This is an optimization exercise on Yosys and OpenROAD, whose aim is small area, a short achievable clock period and few clock cycles per item, not a production implementation.
RTL that was checked went through simulation tests only; none was proved equivalent to the original.
The flow treats the clock pin as an ideal source. Dropping or thinning the clock tree relies on that and would not hold on a real chip.
Power figures rest on the tool's default switching activity, not on a simulated workload.

==> flow/design.v <==
package tmpc_pkg;
    localparam int DEF_WINDOW      = 10;
    localparam int DEF_DROP        = 2;
    localparam int DEF_SAMPLE_BITS = 12;
    localparam int OFFSET_W   = 17;
    localparam int GAIN_W     = 20;
    localparam int PH_W       = 18;
    localparam int TSUM_W     = 15;
    localparam int CFG_IDX_W  = 2;
    localparam int CFG_DATA_W = 20;
    localparam logic [CFG_IDX_W-1:0] REG_OFFSET = 2'd0;
    localparam logic [CFG_IDX_W-1:0] REG_GAIN   = 2'd1;
    localparam logic signed [OFFSET_W-1:0] OFFSET_RESET = 17'sd21340;
    localparam logic [GAIN_W-1:0]          GAIN_RESET   = 20'd304000;
endpackage
import tmpc_pkg::*;
module tmpc_ctrl
#(
    parameter int WINDOW      = DEF_WINDOW,
    parameter int DROP        = DEF_DROP,
    parameter int SAMPLE_BITS = DEF_SAMPLE_BITS
) (
    input  logic                   i_clk,
    input  logic                   i_rst_n,
    input  logic                   i_start,
    input  logic [SAMPLE_BITS-1:0] i_sample,
    output logic                   o_busy,
    output logic [SAMPLE_BITS-1:0] o_x,         
    output logic                   o_xv,        
    output logic                   o_first,     
    output logic                   o_pop_ok,    
    output logic                   o_pfirst,    
    output logic                   o_last       
);
    localparam int FILL_W = $clog2(WINDOW);
    logic [FILL_W-1:0] r_cnt;
    assign o_busy = 1'b0;
    always_ff @(posedge i_clk) begin
        o_x <= i_sample;
        if (!i_rst_n) begin
            o_xv <= 1'b0;
        end else begin
            o_xv <= i_start;
        end
    end
    assign o_first  = (r_cnt == '0);
    assign o_pop_ok = (r_cnt >= FILL_W'(DROP));
    assign o_pfirst = (r_cnt == FILL_W'(DROP));
    assign o_last   = (r_cnt == FILL_W'(WINDOW - 1));
    always_ff @(posedge i_clk) begin
        if (!i_rst_n) begin
            r_cnt <= '0;
        end else if (o_xv) begin
            r_cnt <= o_last ? '0 : r_cnt + 1'b1;
        end
    end
endmodule
import tmpc_pkg::*;
module tmpc_dp
#(
    parameter int SAMPLE_BITS = DEF_SAMPLE_BITS
) (
    input  logic                         i_clk,
    input  logic                         i_rst_n,
    input  logic [SAMPLE_BITS-1:0]       i_x,
    input  logic                         i_xv,
    input  logic                         i_first,
    input  logic                         i_pop_ok,
    input  logic                         i_pfirst,
    input  logic                         i_last,
    input  logic                         i_cfg_wr,
    input  logic [CFG_IDX_W-1:0]         i_cfg_index,
    input  logic [CFG_DATA_W-1:0]        i_cfg_data,
    output logic                         o_valid,
    output logic signed [PH_W-1:0]       o_ph_milli,
    output logic [TSUM_W-1:0]            o_trimmed_sum
);
    localparam int SB  = SAMPLE_BITS;
    localparam int AW  = TSUM_W;           
    localparam int XW  = GAIN_W + 3;       
    localparam int PW  = XW - 2;           
    logic [SB-1:0] r_m1, r_m2;             
    logic          w_lt1, w_lt2;
    logic [SB-1:0] r_p;
    logic          r_pv, r_pfirst, r_plast;
    logic [SB-1:0] r_x1, r_x2;             
    logic          r_sub1, r_sub2, r_subx, r_done;
    assign w_lt1 = i_x < r_m1;
    assign w_lt2 = i_x < r_m2;
    always_ff @(posedge i_clk) begin
        if (i_xv) begin
            if (i_first) begin
                r_m1 <= i_x;
                r_m2 <= '1;
            end else begin
                r_m1 <= w_lt1 ? i_x : r_m1;
                r_m2 <= w_lt1 ? r_m1 : (w_lt2 ? i_x : r_m2);
            end
        end
    end
    logic [SB-1:0] w_x1n;                  
    always_ff @(posedge i_clk) begin
        if (r_pv && r_plast) begin
            r_p <= ~w_x1n;
        end else if (r_sub1) begin
            r_p <= ~r_x2;
        end else begin
            r_p <= w_lt2 ? r_m2 : i_x;
        end
    end
    always_ff @(posedge i_clk) begin
        if (!i_rst_n) begin
            r_pv     <= 1'b0;
            r_pfirst <= 1'b0;
            r_plast  <= 1'b0;
        end else begin
            r_pv     <= i_xv && i_pop_ok;
            r_pfirst <= i_xv && i_pfirst;
            r_plast  <= i_xv && i_last;
        end
    end
    logic          w_gt1, w_gt2;
    logic [AW-1:0] r_acc;
    assign w_gt1 = r_p > r_x1;
    assign w_gt2 = r_p > r_x2;
    assign w_x1n = w_gt1 ? r_p : r_x1;
    always_ff @(posedge i_clk) begin
        if (r_pv) begin
            if (r_pfirst) begin
                r_x1 <= r_p;
                r_x2 <= '0;
            end else begin
                r_x1 <= w_x1n;
                r_x2 <= w_gt1 ? r_x1 : (w_gt2 ? r_p : r_x2);
            end
        end
    end
    always_ff @(posedge i_clk) begin
        if (r_pv || r_subx) begin
            r_acc <= (r_pfirst ? AW'(2) : r_acc) + {{(AW-SB){r_subx}}, r_p};
        end
    end
    always_ff @(posedge i_clk) begin
        if (!i_rst_n) begin
            r_sub1 <= 1'b0;
            r_sub2 <= 1'b0;
            r_subx <= 1'b0;
            r_done <= 1'b0;
        end else begin
            r_sub1 <= r_pv && r_plast;
            r_sub2 <= r_sub1;
            r_subx <= (r_pv && r_plast) || r_sub1;
            r_done <= r_sub2;
        end
    end
    logic signed [OFFSET_W-1:0] r_offset;
    logic [GAIN_W-1:0]          r_gain;
    always_ff @(posedge i_clk) begin
        if (!i_rst_n) begin
            r_offset <= OFFSET_RESET;
            r_gain   <= GAIN_RESET;
        end else if (i_cfg_wr) begin
            if (i_cfg_index == REG_OFFSET) r_offset <= $signed(i_cfg_data[OFFSET_W-1:0]);
            if (i_cfg_index == REG_GAIN)   r_gain   <= i_cfg_data[GAIN_W-1:0];
        end
    end
    localparam int RW = 18;
    logic [RW-1:0]   r_sum;
    logic [3:0]      r_step;               
    logic            r_off;
    logic            r_valid;
    logic signed [XW-1:0] r_w;             
    logic signed [XW-1:0] r_b;             
    logic [2:0]      w_dig;
    logic            w_neg, w_one, w_two, w_off;
    logic signed [XW-1:0] w_bn;
    always_comb begin
        if (r_done) begin
            w_dig = {r_acc[1], r_acc[0], 1'b0};
        end else if (r_step != 4'd0 && r_step < 4'd8) begin
            w_dig = r_sum[3:1];
        end else begin
            w_dig = 3'b000;
        end
        w_neg = ~w_dig[2] & (w_dig[1] | w_dig[0]);     
        w_one = w_dig[1] ^ w_dig[0];
        w_two = (w_dig[2] & ~w_dig[1] & ~w_dig[0]) | (~w_dig[2] & w_dig[1] & w_dig[0]);
        w_off = (r_step == 4'd8);
        w_bn  = ({XW{w_one}} & XW'({1'b0, r_gain})) |
                ({XW{w_two}} & XW'({1'b0, r_gain, 1'b0})) |
                ({XW{w_off}} & {{(XW-OFFSET_W){r_offset[OFFSET_W-1]}}, r_offset});
        w_bn  = w_bn ^ {XW{w_neg}};
    end
    always_ff @(posedge i_clk) begin
        if (!i_rst_n) begin
            r_step  <= 4'd0;
            r_valid <= 1'b0;
        end else begin
            r_step  <= r_done ? 4'd1 :
                       ((r_step != 4'd0 && r_step != 4'd9) ? r_step + 4'd1 : 4'd0);
            r_valid <= (r_step == 4'd9);
        end
    end
    always_ff @(posedge i_clk) begin
        r_b   <= w_bn;
        r_off <= w_off;
    end
    always_ff @(posedge i_clk) begin
        if (r_done) begin
            r_sum <= RW'(r_acc);
        end else begin
            r_sum <= {r_sum[1:0], r_sum[RW-1:2]};
        end
    end
    logic [AW:0]          w_n;             
    logic [AW+1:0]        w_x;             
    logic [AW+1:0]        w_ax;            
    logic signed [PW-1:0] w_p;
    logic signed [XW-1:0] w_a, w_s;
    logic                 w_sat;
    assign w_ax = {1'b0, r_acc, 1'b0};
    always_comb begin
        for (int i = 0; i <= AW; i++) begin
            w_n[i] = ((i % 2) == 0) ? (~w_ax[i+2] & (w_ax[i+1] | w_ax[i])) : 1'b0;
        end
        w_x   = (AW+2)'(w_n) + (AW+2)'(16'hFFFF);
        w_p   = r_w[XW-1:2];
        w_a   = {{2{w_p[PW-1]}}, w_p};
        w_s   = w_a + r_b;
        w_sat = r_off & w_s[XW-1] & ~(&w_s[XW-2:PH_W-1]);
    end
    always_ff @(posedge i_clk) begin
        if (r_done) begin
            r_w <= XW'({w_x, 2'b00});
        end else begin
            r_w <= {w_s[XW-1:PH_W], w_s[PH_W-1] | w_sat, w_s[PH_W-2:0] & {(PH_W-1){~w_sat}}};
        end
    end
    assign o_valid       = r_valid;
    assign o_ph_milli    = r_w[PH_W-1:0];
    assign o_trimmed_sum = r_sum[AW-1:0];
endmodule
import tmpc_pkg::*;
module trimmed_mean_ph_converter
#(
    parameter int WINDOW      = DEF_WINDOW,
    parameter int DROP        = DEF_DROP,
    parameter int SAMPLE_BITS = DEF_SAMPLE_BITS
) (
    input  logic                   i_clk,
    input  logic                   i_rst_n,
    input  logic                   i_start,
    output logic                   o_busy,
    input  logic [SAMPLE_BITS-1:0] i_sample,
    output logic                   o_valid,
    output logic signed [PH_W-1:0] o_ph_milli,
    output logic [TSUM_W-1:0]      o_trimmed_sum,
    input  logic                   i_cfg_valid,
    output logic                   o_cfg_ready,
    input  logic [CFG_IDX_W-1:0]   i_cfg_index,
    input  logic [CFG_DATA_W-1:0]  i_cfg_data
);
    logic [SAMPLE_BITS-1:0] w_x;
    logic w_xv, w_first, w_pop_ok, w_pfirst, w_last;
    assign o_cfg_ready = 1'b1;
    tmpc_ctrl #(
        .WINDOW      (WINDOW),
        .DROP        (DROP),
        .SAMPLE_BITS (SAMPLE_BITS)
    ) u_ctrl (
        .i_clk    (i_clk),
        .i_rst_n  (i_rst_n),
        .i_start  (i_start),
        .i_sample (i_sample),
        .o_busy   (o_busy),
        .o_x      (w_x),
        .o_xv     (w_xv),
        .o_first  (w_first),
        .o_pop_ok (w_pop_ok),
        .o_pfirst (w_pfirst),
        .o_last   (w_last)
    );
    tmpc_dp #(
        .SAMPLE_BITS (SAMPLE_BITS)
    ) u_dp (
        .i_clk         (i_clk),
        .i_rst_n       (i_rst_n),
        .i_x           (w_x),
        .i_xv          (w_xv),
        .i_first       (w_first),
        .i_pop_ok      (w_pop_ok),
        .i_pfirst      (w_pfirst),
        .i_last        (w_last),
        .i_cfg_wr      (i_cfg_valid & o_cfg_ready),
        .i_cfg_index   (i_cfg_index),
        .i_cfg_data    (i_cfg_data),
        .o_valid       (o_valid),
        .o_ph_milli    (o_ph_milli),
        .o_trimmed_sum (o_trimmed_sum)
    );
endmodule
==> flow/config.mk <==
export PLATFORM = sky130hd
export DESIGN_NAME = trimmed_mean_ph_converter
export DESIGN_NICKNAME = trimmed_mean_ph_converter
export VERILOG_FILES = /design/flow/design.v
export SDC_FILE = /design/flow/constraint.sdc
export NUM_CORES = 4
export LEC_CHECK = 0
export CAP_MARGIN = 20
export CORE_MARGIN = 2
export CORE_UTILIZATION = 40
export SLEW_MARGIN = 20
==> flow/constraint.sdc <==
create_clock -name core_clock -period 8.0 [get_ports {i_clk}]
set_input_delay 1.6000 -clock core_clock [delete_from_list [all_inputs] [get_ports {i_clk}]]
set_output_delay 1.6000 -clock core_clock [all_outputs]
set_load 0.01 [all_outputs]
standard.sh (not shown) runs the stock make flow with config.mk's settings and CLKGATE_MAP_FILE= SYNTH_SCRIPT=/design/flow/synth_recipe.tcl, a recipe that flattens the netlist after the stock synthesis.
==> flow/flow/run.sh <==
#!/bin/bash
# Standard ORFS flow; port buffers are sky130_fd_sc_hd__buf_2; repair aims for 5 ns setup margin;
# clock tree from clkbuf_16 clusters of up to 30 sinks, no dummy loads.
set -euo pipefail
export BUFFER_PORTS_ARGS="-buffer_cell sky130_fd_sc_hd__buf_2"
export CTS_ARGS="-sink_clustering_enable -repair_clock_nets -dont_use_dummy_load -sink_clustering_size 30 -sink_clustering_max_diameter 100 -buf_list sky130_fd_sc_hd__clkbuf_16 -distance_between_buffers 500 -branching_point_buffers_distance 500"
bash standard.sh SETUP_SLACK_MARGIN=5 finish > make_finish.log 2>&1
==> next run, changes <==
--- a/flow/design.v
+++ b/flow/design.v
@@ -105,6 +105,8 @@
         end else if (r_sub1) begin
             r_p <= ~r_x2;
-        end else begin
+        end else if (i_xv && i_pop_ok) begin
             r_p <= w_lt2 ? r_m2 : i_x;
+        end else begin
+            r_p <= '0;
         end
     end
@@ -137,7 +139,5 @@
     end
     always_ff @(posedge i_clk) begin
-        if (r_pv || r_subx) begin
-            r_acc <= (r_pfirst ? AW'(2) : r_acc) + {{(AW-SB){r_subx}}, r_p};
-        end
+        r_acc <= (r_pfirst ? AW'(2) : r_acc) + {{(AW-SB){r_subx}}, r_p};
     end
     always_ff @(posedge i_clk) begin
@@ -217,5 +217,5 @@
     logic [AW+1:0]        w_ax;            
     logic signed [PW-1:0] w_p;
-    logic signed [XW-1:0] w_a, w_s;
+    logic signed [XW-1:0] w_a, w_s, w_sc;
     logic                 w_sat;
     assign w_ax = {1'b0, r_acc, 1'b0};
@@ -228,5 +228,6 @@
         w_a   = {{2{w_p[PW-1]}}, w_p};
         w_s   = w_a + r_b;
-        w_sat = r_off & w_s[XW-1] & ~(&w_s[XW-2:PH_W-1]);
+        w_sc  = w_a + XW'({~r_offset[OFFSET_W-1], r_offset});
+        w_sat = r_off & w_sc[XW-1];
     end
     always_ff @(posedge i_clk) begin
Result: Routed wire length climbs by 16%; clock skew climbs by 20 ps; global-route usage climbs by 1.5 points; non-clock buffer count drops by 14; clock-buffer cell count climbs by 1.
No functional check of the RTL was part of any run of this note.

---

## 06-20
Another version of the RTL of trimmed_mean_ph_converter (not shown whole).
Size in the first run: ~1,500 cells after synthesis, ~74 I/O pins.
==> flow/design.v (excerpt) <==
module trimmed_mean_ph_converter
#(
    parameter int WINDOW      = DEF_WINDOW,
    parameter int DROP        = DEF_DROP,
    parameter int SAMPLE_BITS = DEF_SAMPLE_BITS
) (
    input  logic                   i_clk,
    input  logic                   i_rst_n,
    input  logic                   i_start,
    output logic                   o_busy,
    input  logic [SAMPLE_BITS-1:0] i_sample,
    output logic                   o_valid,
    output logic signed [PH_W-1:0] o_ph_milli,
    output logic [TSUM_W-1:0]      o_trimmed_sum,
    input  logic                   i_cfg_valid,
    output logic                   o_cfg_ready,
    input  logic [CFG_IDX_W-1:0]   i_cfg_index,
    input  logic [CFG_DATA_W-1:0]  i_cfg_data
);
    logic [SAMPLE_BITS-1:0] w_x;
    logic w_xv, w_first, w_pop_ok, w_pfirst, w_last;
    assign o_cfg_ready = 1'b1;
    tmpc_ctrl #(
        .WINDOW      (WINDOW),
        .DROP        (DROP),
        .SAMPLE_BITS (SAMPLE_BITS)
    ) u_ctrl (
        .i_clk    (i_clk),
        .i_rst_n  (i_rst_n),
        .i_start  (i_start),
        .i_sample (i_sample),
        .o_busy   (o_busy),
        .o_x      (w_x),
        .o_xv     (w_xv),
        .o_first  (w_first),
        .o_pop_ok (w_pop_ok),
        .o_pfirst (w_pfirst),
        .o_last   (w_last)
    );
    tmpc_dp #(
        .SAMPLE_BITS (SAMPLE_BITS)
    ) u_dp (
        .i_clk         (i_clk),
        .i_rst_n       (i_rst_n),
        .i_x           (w_x),
        .i_xv          (w_xv),
        .i_first       (w_first),
        .i_pop_ok      (w_pop_ok),
        .i_pfirst      (w_pfirst),
        .i_last        (w_last),
        .i_cfg_wr      (i_cfg_valid & o_cfg_ready),
        .i_cfg_index   (i_cfg_index),
        .i_cfg_data    (i_cfg_data),
        .o_valid       (o_valid),
        .o_ph_milli    (o_ph_milli),
        .o_trimmed_sum (o_trimmed_sum)
    );
endmodule
==> flow/config.mk <==
export PLATFORM = sky130hd
export DESIGN_NAME = trimmed_mean_ph_converter
export DESIGN_NICKNAME = trimmed_mean_ph_converter
export VERILOG_FILES = /design/flow/design.v
export SDC_FILE = /design/flow/constraint.sdc
export NUM_CORES = 4
export LEC_CHECK = 0
export ABC_AREA = 1
export CAP_MARGIN = 20
export CORE_MARGIN = 2
export CORE_UTILIZATION = 55
export PLACE_DENSITY = 0.7
export SLEW_MARGIN = 20
==> flow/constraint.sdc <==
create_clock -name core_clock -period 8.0 [get_ports {i_clk}]
set_input_delay 1.6000 -clock core_clock [delete_from_list [all_inputs] [get_ports {i_clk}]]
set_output_delay 1.6000 -clock core_clock [all_outputs]
set_load 0.01 [all_outputs]
==> flow/flow/run.sh <==
#!/bin/bash
# Layout flow: the standard ORFS flow (standard.sh, unchanged synthesis),
# with these changes to how the layout is made; the design, clock period and
# constraints are unchanged:
#  - every port still gets a buffer, but a plain sky130_fd_sc_hd__buf_2
#    instead of the delay cell buffer_ports picks by default;
#  - the clock tree uses clkbuf_16 clusters of up to 25 sinks and no dummy
#    loads; post_cts.tcl then drives the leaf buffers straight from the root
#    buffer and removes the middle level, so every register gets its clock
#    through the root buffer and one leaf buffer;
#  - timing repair aims for a setup slack margin of 5.4 ns.
# make's full output goes to make_finish.log in this folder; each ORFS step
# keeps its own log under orfs/logs/ (post_cts.tcl prints into 4_1_cts.log).
set -euo pipefail
export BUFFER_PORTS_ARGS="-buffer_cell sky130_fd_sc_hd__buf_2"
export CTS_ARGS="-sink_clustering_enable -repair_clock_nets -dont_use_dummy_load -sink_clustering_size 25 -sink_clustering_max_diameter 150 -buf_list sky130_fd_sc_hd__clkbuf_16 -root_buf sky130_fd_sc_hd__clkbuf_16 -distance_between_buffers 2000 -branching_point_buffers_distance 2000"
export POST_CTS_TCL="$(pwd)/flow/post_cts.tcl"
bash standard.sh SETUP_SLACK_MARGIN=5.4 finish > make_finish.log 2>&1
Other scripts of this flow, unchanged in this note and not shown: flow/flow/post_cts.tcl
Testbench counts of 06-20, summed over its fixed seeds: cycles 16,272, windows 1,600.
The inputs of 02-07 differ from those of 06-20 as listed below.
-- flow/design.v --
<<< 06-20, line 274
    logic signed [PW-1:0] w_p;
    logic signed [XW-1:0] w_a, w_s;
    logic                 w_sneg;          
    logic                 w_sat;
    assign w_ax = {1'b0, w_acc, 1'b0};
>>> 02-07, line 274
    logic signed [PW-1:0] w_p;
    logic signed [XW-1:0] w_a, w_s;
    logic                 w_sat;
    assign w_ax = {1'b0, w_acc, 1'b0};
<<< 06-20, line 291
        w_a   = {{2{w_p[PW-1]}}, w_p};
        w_s   = w_a + r_b;
        w_sat = r_off & w_sneg;
    end
    tmpc_sum_sign #(.W(XW)) u_sat (
        .i_a    (w_a),
        .i_b    (XW'({~r_offset[OFFSET_W-1], r_offset})),
        .o_sign (w_sneg)
    );
    always_ff @(posedge i_clk) begin
        if (r_done) begin
>>> 02-07, line 290
        w_a   = {{2{w_p[PW-1]}}, w_p};
        w_s   = w_a + r_b;
        w_sat = r_off & w_s[XW-1] & ~(&w_s[XW-2:PH_W-1]);
    end
    always_ff @(posedge i_clk) begin
        if (r_done) begin
Notes after the runs:
02-07 ends up with a met3 wirelength from detailed routing that is about 20% higher than in 06-20. The detailed-route via count was comparable across 06-20 and 02-07. On share of power burned in the clock network: between 06-20 and 02-07, it ends up lower for 06-20. 02-07 vs. 06-20: sequential element share of the synthesized area went up by 0.18 points. In the final reports, the cell area of 02-07 is smaller than that of 06-20. Routed wire in 02-07 totals less than in 06-20. Measured against each other, 06-20 and 02-07 differ in count of fill cells added during filler insertion, the lower figure coming from 06-20. Summary — placed wire-length estimate, 02-07 relative to 06-20: lower, by 6.4%. Taking 06-20 as the reference point, the area of the core of 02-07 falls by 64 µm². Final worst-path cycle share essentially unchanged between 06-20 and 02-07. Compared with 06-20, in 02-07 mapped cell area saw a decrease; final worst-path setup slack shows no meaningful change; count of plain and timing-repair buffers in the layout dropped 5.9%.
For 02-07, only the layout was checked, not whether the RTL still works.

-- static timing again, ports no longer ideal --
How much do the figures lean on ideal ports? The routed layouts below were timed once more, with nothing changed but the port constraints. Step 1 (the two cells are an assumption about what drives the block):
set clk [get_ports {i_clk}]
set_driving_cell -lib_cell sky130_fd_sc_hd__clkbuf_16 $clk
set_driving_cell -lib_cell sky130_fd_sc_hd__buf_2 [delete_from_list [all_inputs] $clk]
Step 2 times the ports against the registers' clock, not the clock port: input delays grow and output delays shrink by t, the midpoint of the rising clock arrivals with the driver on. Three values: ideal ports, drivers, drivers and shift; two values: the first two.
run	t (ns)	setup WS [ns]	clock arrival spread, ns
the first run of note 1	0.497	4.989 / 4.989 / 4.989	0.047 / 0.046
the second run of note 1	0.503	5.149 / 5.149 / 5.112	0.069 / 0.069
06-20	0.429	5.483 / 5.438 / 5.176	0.052 / 0.052
02-07	0.425	5.484 / 5.438 / 5.162	0.057 / 0.057
After both steps setup and hold are still met in every run listed. The setup slack of 02-07, which loses most, moves by -0.046 ns with the drivers and by -0.322 ns with both steps.
